Context: an optimization exercise on an open-source flow, tuned for small area, a short achievable clock period and few clock cycles per item. The choices shown serve that exercise and are no tape-out recipe.
In this exercise RTL edits were held to simulation tests only and were not proved equivalent to the original.

[design/flow/run.sh]
#!/bin/bash
# synth_recipe.tcl (not shown) runs the flow's synth.tcl, then flattens the netlist and writes it again
# the make line also repeats each setting of config.mk as NAME=value (left out here)
make -C /OpenROAD-flow-scripts/flow DESIGN_CONFIG=/design/flow/config.mk WORK_HOME=/design/flow/orfs CLKGATE_MAP_FILE= SYNTH_SCRIPT=/design/flow/synth_recipe.tcl finish
[design/flow/config.mk]
export PLATFORM = sky130hd
export DESIGN_NAME = signed_integer_to_radix_digits_unit
export DESIGN_NICKNAME = signed_integer_to_radix_digits_unit
export VERILOG_FILES = /design/flow/design.v
export SDC_FILE = /design/flow/constraint.sdc
export NUM_CORES = 4
export LEC_CHECK = 0
export CAP_MARGIN = 20
export CORE_MARGIN = 2
export CORE_UTILIZATION = 40
export SLEW_MARGIN = 20
[design/flow/constraint.sdc]
create_clock -name core_clock -period 11.0 [get_ports {clock}]
set_input_delay 2.2000 -clock core_clock [delete_from_list [all_inputs] [get_ports {clock}]]
set_output_delay 2.2000 -clock core_clock [all_outputs]
set_load 0.01 [all_outputs]
[design/flow/design.v]
`timescale 1ns / 1ps
`default_nettype none
package sitrd_pkg;
   localparam int NUM_W      = 32;
   localparam int SYM_W      = 8;
   localparam int RADIX_W    = 5;
   localparam int DIGIT_W    = 4;
   localparam int SYM_COUNT  = 16;
   localparam int COUNT_W    = 6;
   localparam int MAX_DIGITS = 32;
   localparam int MAX_BASE   = 16;
   localparam int CSR_DATA_W = 64;
   localparam int CSR_ADDR_W = 5;
   localparam logic [1:0] REG_RADIX        = 2'd0;
   localparam logic [1:0] REG_SYMBOLS_LOW  = 2'd1;
   localparam logic [1:0] REG_SYMBOLS_HIGH = 2'd2;
   localparam logic [RADIX_W-1:0]    RADIX_RESET        = 5'd10;
   localparam logic [CSR_DATA_W-1:0] SYMBOLS_LOW_RESET  = 64'h3736_3534_3332_3130;
   localparam logic [CSR_DATA_W-1:0] SYMBOLS_HIGH_RESET = 64'h0000_0000_0000_3938;
   localparam logic [SYM_W-1:0] SYM_PLUS  = 8'h2B;
   localparam logic [SYM_W-1:0] SYM_MINUS = 8'h2D;
   typedef struct packed {
      logic load;
      logic mul;
      logic div;
      logic out_sign;
      logic out_digit;
      logic out_error;
   } dp_cmd_type;
   typedef struct packed {
      logic err;
      logic neg;
      logic mag_zero;
      logic count_zero;
      logic count_full;
      logic last_digit;
   } dp_status_type;
endpackage
`default_nettype wire
`timescale 1ns / 1ps
`default_nettype none
module sitrd_ctrl (
   input  wire logic                     clock,
   input  wire logic                     reset,
   input  wire logic                     req_tvalid,
   output logic                          req_tready,
   output logic                          rsp_tvalid,
   input  wire logic                     rsp_tready,
   input  wire sitrd_pkg::dp_status_type status,
   output sitrd_pkg::dp_cmd_type         cmd
);
   localparam logic [2:0] ST_IDLE   = 3'd0;
   localparam logic [2:0] ST_MUL    = 3'd1;
   localparam logic [2:0] ST_DIV    = 3'd2;
   localparam logic [2:0] ST_SIGN   = 3'd3;
   localparam logic [2:0] ST_DIGITS = 3'd4;
   localparam logic [2:0] ST_ERROR  = 3'd5;
   logic [2:0] state_ff, state_in;
   logic       valid_ff, valid_in;
   logic       slot_free;
   logic       out_load;
   assign slot_free  = !valid_ff || rsp_tready;
   assign req_tready = (state_ff == ST_IDLE);
   assign rsp_tvalid = valid_ff;
   always_comb begin
      state_in = state_ff;
      cmd      = '0;
      case (state_ff)
         ST_IDLE: begin
            if (req_tvalid) begin
               cmd.load = 1'b1;
               state_in = ST_MUL;
            end
         end
         ST_MUL: begin
            if (status.err) begin
               state_in = ST_ERROR;
            end else if (!status.count_zero && (status.mag_zero || status.count_full)) begin
               state_in = status.neg ? ST_SIGN : ST_DIGITS;
            end else begin
               cmd.mul  = 1'b1;
               state_in = ST_DIV;
            end
         end
         ST_DIV: begin
            cmd.div  = 1'b1;
            state_in = ST_MUL;
         end
         ST_SIGN: begin
            if (slot_free) begin
               cmd.out_sign = 1'b1;
               state_in     = ST_DIGITS;
            end
         end
         ST_DIGITS: begin
            if (slot_free) begin
               cmd.out_digit = 1'b1;
               if (status.last_digit) begin
                  state_in = ST_IDLE;
               end
            end
         end
         ST_ERROR: begin
            if (slot_free) begin
               cmd.out_error = 1'b1;
               state_in      = ST_IDLE;
            end
         end
         default: begin
            state_in = ST_IDLE;
         end
      endcase
   end
   assign out_load = cmd.out_sign || cmd.out_digit || cmd.out_error;
   assign valid_in = out_load || (valid_ff && !rsp_tready);
   always_ff @(posedge clock) begin
      if (reset) begin
         state_ff <= ST_IDLE;
         valid_ff <= 1'b0;
      end else begin
         state_ff <= state_in;
         valid_ff <= valid_in;
      end
   end
endmodule
`default_nettype wire
`timescale 1ns / 1ps
`default_nettype none
module sitrd_datapath #(
   parameter int MAX_BASE = sitrd_pkg::MAX_BASE
) (
   input  wire logic                                   clock,
   input  wire logic                                   reset,
   input  wire sitrd_pkg::dp_cmd_type                  cmd,
   output sitrd_pkg::dp_status_type                    status,
   input  wire logic signed [sitrd_pkg::NUM_W-1:0]     number,
   input  wire logic [sitrd_pkg::RADIX_W-1:0]          radix,
   input  wire logic [sitrd_pkg::CSR_DATA_W-1:0]       symbols_low,
   input  wire logic [sitrd_pkg::CSR_DATA_W-1:0]       symbols_high,
   output logic [sitrd_pkg::SYM_W-1:0]                 symbol,
   output logic                                        last,
   output logic                                        base_error
);
   localparam int NW = sitrd_pkg::NUM_W;
   localparam int RW = sitrd_pkg::RADIX_W;
   localparam int DW = sitrd_pkg::DIGIT_W;
   localparam int SW = sitrd_pkg::SYM_W;
   localparam int CW = sitrd_pkg::COUNT_W;
   function automatic logic [NW-1:0] recip(input logic [RW-1:0] n);
      logic [NW-1:0] m;
      case (n)
         5'd2:    m = 32'h8000_0000;
         5'd3:    m = 32'h5555_5555;
         5'd4:    m = 32'h4000_0000;
         5'd5:    m = 32'h3333_3333;
         5'd6:    m = 32'h2AAA_AAAA;
         5'd7:    m = 32'h2492_4924;
         5'd8:    m = 32'h2000_0000;
         5'd9:    m = 32'h1C71_C71C;
         5'd10:   m = 32'h1999_9999;
         5'd11:   m = 32'h1745_D174;
         5'd12:   m = 32'h1555_5555;
         5'd13:   m = 32'h13B1_3B13;
         5'd14:   m = 32'h1249_2492;
         5'd15:   m = 32'h1111_1111;
         5'd16:   m = 32'h1000_0000;
         default: m = '0;
      endcase
      recip = m;
   endfunction
   logic [SW-1:0]   syms [0:sitrd_pkg::SYM_COUNT-1];
   logic [RW-1:0]   n;
   logic            alpha_ok;
   logic [NW-1:0]   mag_ff, mag_in;
   logic [NW-1:0]   qest_ff;
   logic            neg_ff;
   logic            err_ff;
   logic [CW-1:0]   count_ff, count_in;
   logic [DW-1:0]   digits_ff [0:sitrd_pkg::MAX_DIGITS-1];
   logic [NW-1:0]   raw;
   logic [2*NW-1:0] prod;
   logic [NW+RW-1:0] qn;
   logic [NW-1:0]   rem_full;
   logic            rem_ge;
   logic [NW-1:0]   rem_fix;
   logic [DW-1:0]   digit_new;
   logic [DW-1:0]   digit_top;
   logic [SW-1:0]   symbol_ff;
   logic            last_ff;
   logic            error_ff;
   always_comb begin
      for (int k = 0; k < sitrd_pkg::SYM_COUNT / 2; k++) begin
         syms[k]                             = symbols_low[k*SW +: SW];
         syms[k + sitrd_pkg::SYM_COUNT / 2] = symbols_high[k*SW +: SW];
      end
   end
   assign n = (radix > RW'(MAX_BASE)) ? RW'(MAX_BASE) : radix;
   always_comb begin
      alpha_ok = (n >= RW'(2));
      for (int i = 0; i < MAX_BASE; i++) begin
         if (RW'(i) < n) begin
            if (syms[i] == '0 || syms[i] == sitrd_pkg::SYM_PLUS ||
                syms[i] == sitrd_pkg::SYM_MINUS) begin
               alpha_ok = 1'b0;
            end
            for (int j = i + 1; j < MAX_BASE; j++) begin
               if (RW'(j) < n && syms[j] == syms[i]) begin
                  alpha_ok = 1'b0;
               end
            end
         end
      end
   end
   assign raw       = number;
   assign prod      = (2*NW)'(mag_ff) * (2*NW)'(recip(n));
   assign qn        = (NW+RW)'(qest_ff) * (NW+RW)'(n);
   assign rem_full  = mag_ff - qn[NW-1:0];
   assign rem_ge    = (rem_full >= NW'(n));
   assign rem_fix   = rem_ge ? (rem_full - NW'(n)) : rem_full;
   assign digit_new = rem_fix[DW-1:0];
   assign digit_top = digits_ff[count_ff[CW-2:0] - (CW-1)'(1)];
   always_comb begin
      mag_in   = mag_ff;
      count_in = count_ff;
      if (cmd.load) begin
         mag_in   = raw[NW-1] ? (NW'(0) - raw) : raw;
         count_in = '0;
      end else if (cmd.div) begin
         mag_in   = rem_ge ? (qest_ff + NW'(1)) : qest_ff;
         count_in = count_ff + CW'(1);
      end else if (cmd.out_digit) begin
         count_in = count_ff - CW'(1);
      end
   end
   always_ff @(posedge clock) begin
      if (reset) begin
         count_ff <= '0;
      end else begin
         count_ff <= count_in;
      end
   end
   always_ff @(posedge clock) begin
      mag_ff <= mag_in;
      if (cmd.load) begin
         neg_ff <= raw[NW-1];
         err_ff <= !alpha_ok;
      end
      if (cmd.mul) begin
         qest_ff <= prod[2*NW-1:NW];
      end
      if (cmd.div) begin
         digits_ff[count_ff[CW-2:0]] <= digit_new;
      end
      if (cmd.out_sign) begin
         symbol_ff <= sitrd_pkg::SYM_MINUS;
         last_ff   <= 1'b0;
         error_ff  <= 1'b0;
      end else if (cmd.out_digit) begin
         symbol_ff <= syms[digit_top];
         last_ff   <= (count_ff == CW'(1));
         error_ff  <= 1'b0;
      end else if (cmd.out_error) begin
         symbol_ff <= '0;
         last_ff   <= 1'b1;
         error_ff  <= 1'b1;
      end
   end
   assign status.err        = err_ff;
   assign status.neg        = neg_ff;
   assign status.mag_zero   = (mag_ff == '0);
   assign status.count_zero = (count_ff == '0);
   assign status.count_full = (count_ff == CW'(sitrd_pkg::MAX_DIGITS));
   assign status.last_digit = (count_ff == CW'(1));
   assign symbol     = symbol_ff;
   assign last       = last_ff;
   assign base_error = error_ff;
endmodule
`default_nettype wire
`timescale 1ns / 1ps
`default_nettype none
module signed_integer_to_radix_digits_unit #(
   parameter int MAX_BASE = sitrd_pkg::MAX_BASE
) (
   input  wire logic                                  clock,
   input  wire logic                                  reset,
   input  wire logic                                  req_tvalid,
   output logic                                       req_tready,
   input  wire logic signed [sitrd_pkg::NUM_W-1:0]    req_tdata,    
   output logic                                       rsp_tvalid,
   input  wire logic                                  rsp_tready,
   output logic [sitrd_pkg::SYM_W-1:0]                rsp_tdata,    
   output logic                                       rsp_tlast,
   output logic                                       rsp_tuser,    
   input  wire logic                                  csr_psel,
   input  wire logic                                  csr_penable,
   input  wire logic                                  csr_pwrite,
   input  wire logic [sitrd_pkg::CSR_ADDR_W-1:0]      csr_paddr,
   input  wire logic [sitrd_pkg::CSR_DATA_W-1:0]      csr_pwdata,
   output logic [sitrd_pkg::CSR_DATA_W-1:0]           csr_prdata,
   output logic                                       csr_pready
);
   logic [sitrd_pkg::RADIX_W-1:0]    radix_ff;
   logic [sitrd_pkg::CSR_DATA_W-1:0] symbols_low_ff;
   logic [sitrd_pkg::CSR_DATA_W-1:0] symbols_high_ff;
   logic                             csr_write;
   logic [1:0]                       csr_index;
   sitrd_pkg::dp_cmd_type    cmd;
   sitrd_pkg::dp_status_type status;
   assign csr_pready = 1'b1;
   assign csr_write  = csr_psel && csr_penable && csr_pwrite && csr_pready;
   assign csr_index  = csr_paddr[4:3];
   always_ff @(posedge clock) begin
      if (reset) begin
         radix_ff        <= sitrd_pkg::RADIX_RESET;
         symbols_low_ff  <= sitrd_pkg::SYMBOLS_LOW_RESET;
         symbols_high_ff <= sitrd_pkg::SYMBOLS_HIGH_RESET;
      end else if (csr_write) begin
         case (csr_index)
            sitrd_pkg::REG_RADIX:        radix_ff <= csr_pwdata[sitrd_pkg::RADIX_W-1:0];
            sitrd_pkg::REG_SYMBOLS_LOW:  symbols_low_ff  <= csr_pwdata;
            sitrd_pkg::REG_SYMBOLS_HIGH: symbols_high_ff <= csr_pwdata;
            default: begin
            end
         endcase
      end
   end
   always_comb begin
      case (csr_index)
         sitrd_pkg::REG_RADIX:        csr_prdata = sitrd_pkg::CSR_DATA_W'(radix_ff);
         sitrd_pkg::REG_SYMBOLS_LOW:  csr_prdata = symbols_low_ff;
         sitrd_pkg::REG_SYMBOLS_HIGH: csr_prdata = symbols_high_ff;
         default:                     csr_prdata = '0;
      endcase
   end
   sitrd_ctrl u_ctrl (
      .clock      (clock),
      .reset      (reset),
      .req_tvalid (req_tvalid),
      .req_tready (req_tready),
      .rsp_tvalid (rsp_tvalid),
      .rsp_tready (rsp_tready),
      .status     (status),
      .cmd        (cmd)
   );
   sitrd_datapath #(
      .MAX_BASE (MAX_BASE)
   ) u_datapath (
      .clock        (clock),
      .reset        (reset),
      .cmd          (cmd),
      .status       (status),
      .number       (req_tdata),
      .radix        (radix_ff),
      .symbols_low  (symbols_low_ff),
      .symbols_high (symbols_high_ff),
      .symbol       (rsp_tdata),
      .last         (rsp_tlast),
      .base_error   (rsp_tuser)
   );
endmodule
`default_nettype wire
==> results.toml <==
[finish]
area_growth_syn_to_layout_pct = 9.47
finish.net_count = 8751
layout.core_utilization_pct = 44.0
post_route_cells_drive_above_1_share_pct = 6.06
layout_common_cells = "1189 x inv_1, 1007 x fa_1, 980 x nand2_1"
layout.cells.most_common = "inv_1"

[timing]
tightest_slew_ns = 1.26
layout_worst_path_cycle_share_pct = 95.1
hold_slack_ns = 0.518
tns_ns = 0
max-slew-margin-rel_pct = 15.9
maxClockFrequency_mhz = 95.6
worst_clock_skew_ns = 0.0537
finalHoldViolations = 0
finalCriticalPeriod_ns = 10.46
drv_slew = 0
rsz_0062_raised_after_global_routing = "false"
finalSetupViolations = 0

[logic_synthesis]
syn_nets = 8822
yosysWarnings = 4
ys_seq_area_share_pct = 13.6
synth_flop_cell = "edfxtp_1"
postSynth.asyncResetShare_pct = 0
number_of_enable_type_register_cells_in_the_synthesized_netlist = 194
postSynthRegisterBits = 347
synth.lib_cells_used.distinct = 81
post_synth_instance_area_um2 = 65200
synthesis.instances = 7397
synthesis.area_per_instance_um2 = 8.81

[clocking]
cts_inserted_buffers = 39
cts-htree-levels = 2
clk_pin_slew_worst_paths_ns = 0.08
tritoncts = "done"
cts_hold_buffers = 0
clk_root_buf = "clkbuf_16"
numClockSinks = 347
max-clock-path-buffers = 3
clock_insertion_delay_worst_skew_ns = 0.61

[floorplan]
coreArea_um2 = 162000
floorplan.die_area_um2 = 166000
start_util_pct = 40.2
placementRows = 148
pin_count = 185
die_height_um = 408
fp.dieW_um = 408

[route]
postRouteAntennaNets = 0
per_cell_routed_wire_length_um = 26.4
detailedRoute.firstPassIterationCount = 6
routed_via_count_divided_by_cell_count = 5.76
dr.first_iter.drc_count = 6089
total_drc_errors_in_the_routed_layout = 0
detail_route.wirelength_um = 252000
vias = 54900

[global_routing]
grt_overflow_total = 0
grt_usage_pct = 30.0
via_count_of_the_first_global_routing_pass = 56500
antenna_found_initial = 23
grt_pass1_wl_um = 373000
grt_start_max_net_pins = 84

[critical_path]
cp.arrival_ns = 10.78
crit_path_end_kind = "flop"
path_depth = 31
critical_path_class = "reg -> reg"
timing.critical_path.slowest_stage_cell = "fa_1"
critPathMaxStageDelay_ns = 0.63
timing.critical_path.from_type = "flop"
worst-r2r-cell-count = 31
critPathTopFamily = "adder cells"
path_buf_inv = 6
path_common_cell = "fa_1"
timing.critical_path.required_ns = 11.32
timing.critical_path.fanout_max = 15

[hold_path]
hp-class = "reg -> reg"
holdPathStages = 2

[place]
globalplace.congestion = 0.980
hpwlAfterDp_um = 189000
place.port_buffers = 180

[status]
outcome = "finished clean"

[flow_run]
max_cap_viols = 0
[registers in the layout, summed over array words and instances (netlist names)]
signal / flops
u_datapath.digits_ff: 128
symbols_high_ff: 64
symbols_low_ff: 64
u_datapath.mag_ff: 32
u_datapath.qest_ff: 32
u_datapath.symbol_ff: 8
u_datapath.count_ff: 6
radix_ff: 5
u_ctrl.state_ff: 3
u_ctrl.valid_ff: 1
u_datapath.err_ff: 1
u_datapath.error_ff: 1
u_datapath.last_ff: 1
u_datapath.neg_ff: 1
[cells by family (layout without fill, tap and decap cells)]
kind of cell | count (synthesis) | after routing | share of synthesized area, %
other | 1 | 5 | 0.00575
buffers and inverters | 1763 | 1720 | 10.3
xor gates and xnor gates | 1069 | 1069 | 14.4
and+or+nand+nor | 2108 | 2109 | 15.7
AOI/OAI and AO/OA | 726 | 726 | 7.37
muxes | 66 | 66 | 1.75
DFF | 347 | 347 | 13.6
adders and majority gates | 1317 | 1317 | 36.9
[final cells by class]
cell class / count / area [um^2]
inverter: 1191 / 4470
clock inverter: 20 / 325
clock buffer: 50 / 1100
multi-input combinational: 5288 / 49900
antenna: 4 / 10.0
tap: 2175 / 2720
sequential: 347 / 8890
fill: 15900 / 90800
timing repair buffer: 459 / 3980
[worst min-delay path: stages, from the launching register on]
cell and delay (ns):
dfxtp_1 0.32, nand2_1 0.08, a211oi_1 0.07
[per-layer routing]
layer  up-vias  global-route usage [%]  wire length, um
li1      23300                       -                -
met1     27500                    40.4           101000
met2      3274                    45.7           109000
met3       843                    5.98            25400
met4        14                    15.4            15900
met5         -                       0               79
[what timing repair did]
item                       in CTS  in global routing
setup endpoints to repair       0                  1
buffers inserted                0                  7
resized for setup               0                  2
[cell usage after synthesis (all sizes together), types with 16 or more instances]
library cell	count	share of area [%]
o21ai	96	0.74
nor2b	57	0.55
clkbuf	374	2.2
or3	21	0.20
nand2	981	5.6
ha	310	5.9
a22oi	43	0.50
o21a	21	0.24
and2	188	1.8
xnor2	827	11
nor2	169	0.97
mux2i	24	0.37
buf	198	1.2
a21o	30	0.35
mux4	38	1.3
nand3	66	0.51
inv	1189	6.8
a21oi	216	1.7
nand4	227	2.2
a31oi	78	0.75
xor2	241	3.2
edfxtp	194	8.9
nand3b	43	0.50
dfxtp	153	4.7
a22o	67	0.90
and3	41	0.39
nor4	107	1.0
or4	42	0.48
fa	1007	31
o31ai	35	0.40
nand2b	16	0.15
nor3	114	0.88
[metrics by stage]
stage                     worst slack [ns]  area [um^2]  instances
after CTS                            0.393        71300       9522
after floorplan                       1.39        65200       7397
after detailed placement             0.507        69800       9452
after global routing                 0.161        71400       9533
after global placement               0.504        69800       9451
final                                0.543        71400       9534
[final timing paths]
kind                                                           start                              endpoint  slack, ns
worst max-delay path                        radix_ff[1]$_SDFFE_PP1P_      u_datapath.qest_ff[31]$_DFFE_PP_       0.54
worst min-delay path            u_datapath.symbol_ff[6]$_SDFFE_PP0P_  u_datapath.symbol_ff[6]$_SDFFE_PP0P_       0.52
worst max register to register              radix_ff[1]$_SDFFE_PP1P_      u_datapath.qest_ff[31]$_DFFE_PP_       0.54
worst min register to register  u_datapath.symbol_ff[6]$_SDFFE_PP0P_  u_datapath.symbol_ff[6]$_SDFFE_PP0P_       0.52
Testbench counts, summed over its fixed seeds: cycles 111,773, items 4,800.

-- what the ideal ports hide --
The results above use ideal ports. As a check the final layout listed here was re-extracted and re-timed, cells and wires unchanged. Step 1 sets driving cells, clkbuf_16 on the clock port and buf_2 on the other inputs (assumed; they add their load-dependent delay and slew). Step 2 also shifts input and output timing later by t, the mid clock arrival at the registers, as if the neighbouring blocks saw the same clock. Slacks: ideal / step 1 / step 2; pairs: ideal / step 1.
t, ns: 0.663
setup slack, ns: 0.543 / 0.543 / 0.543
latest minus earliest clock arrival (ns): 0.059 / 0.058
worst register clock-pin slew, ns: 0.08 / 0.08
worst data-port slew with drivers (ns): 0.19
After both steps setup and hold are still met in this run. The setup slack of this run moves by 0.000 ns with the drivers and by 0.000 ns with both steps.
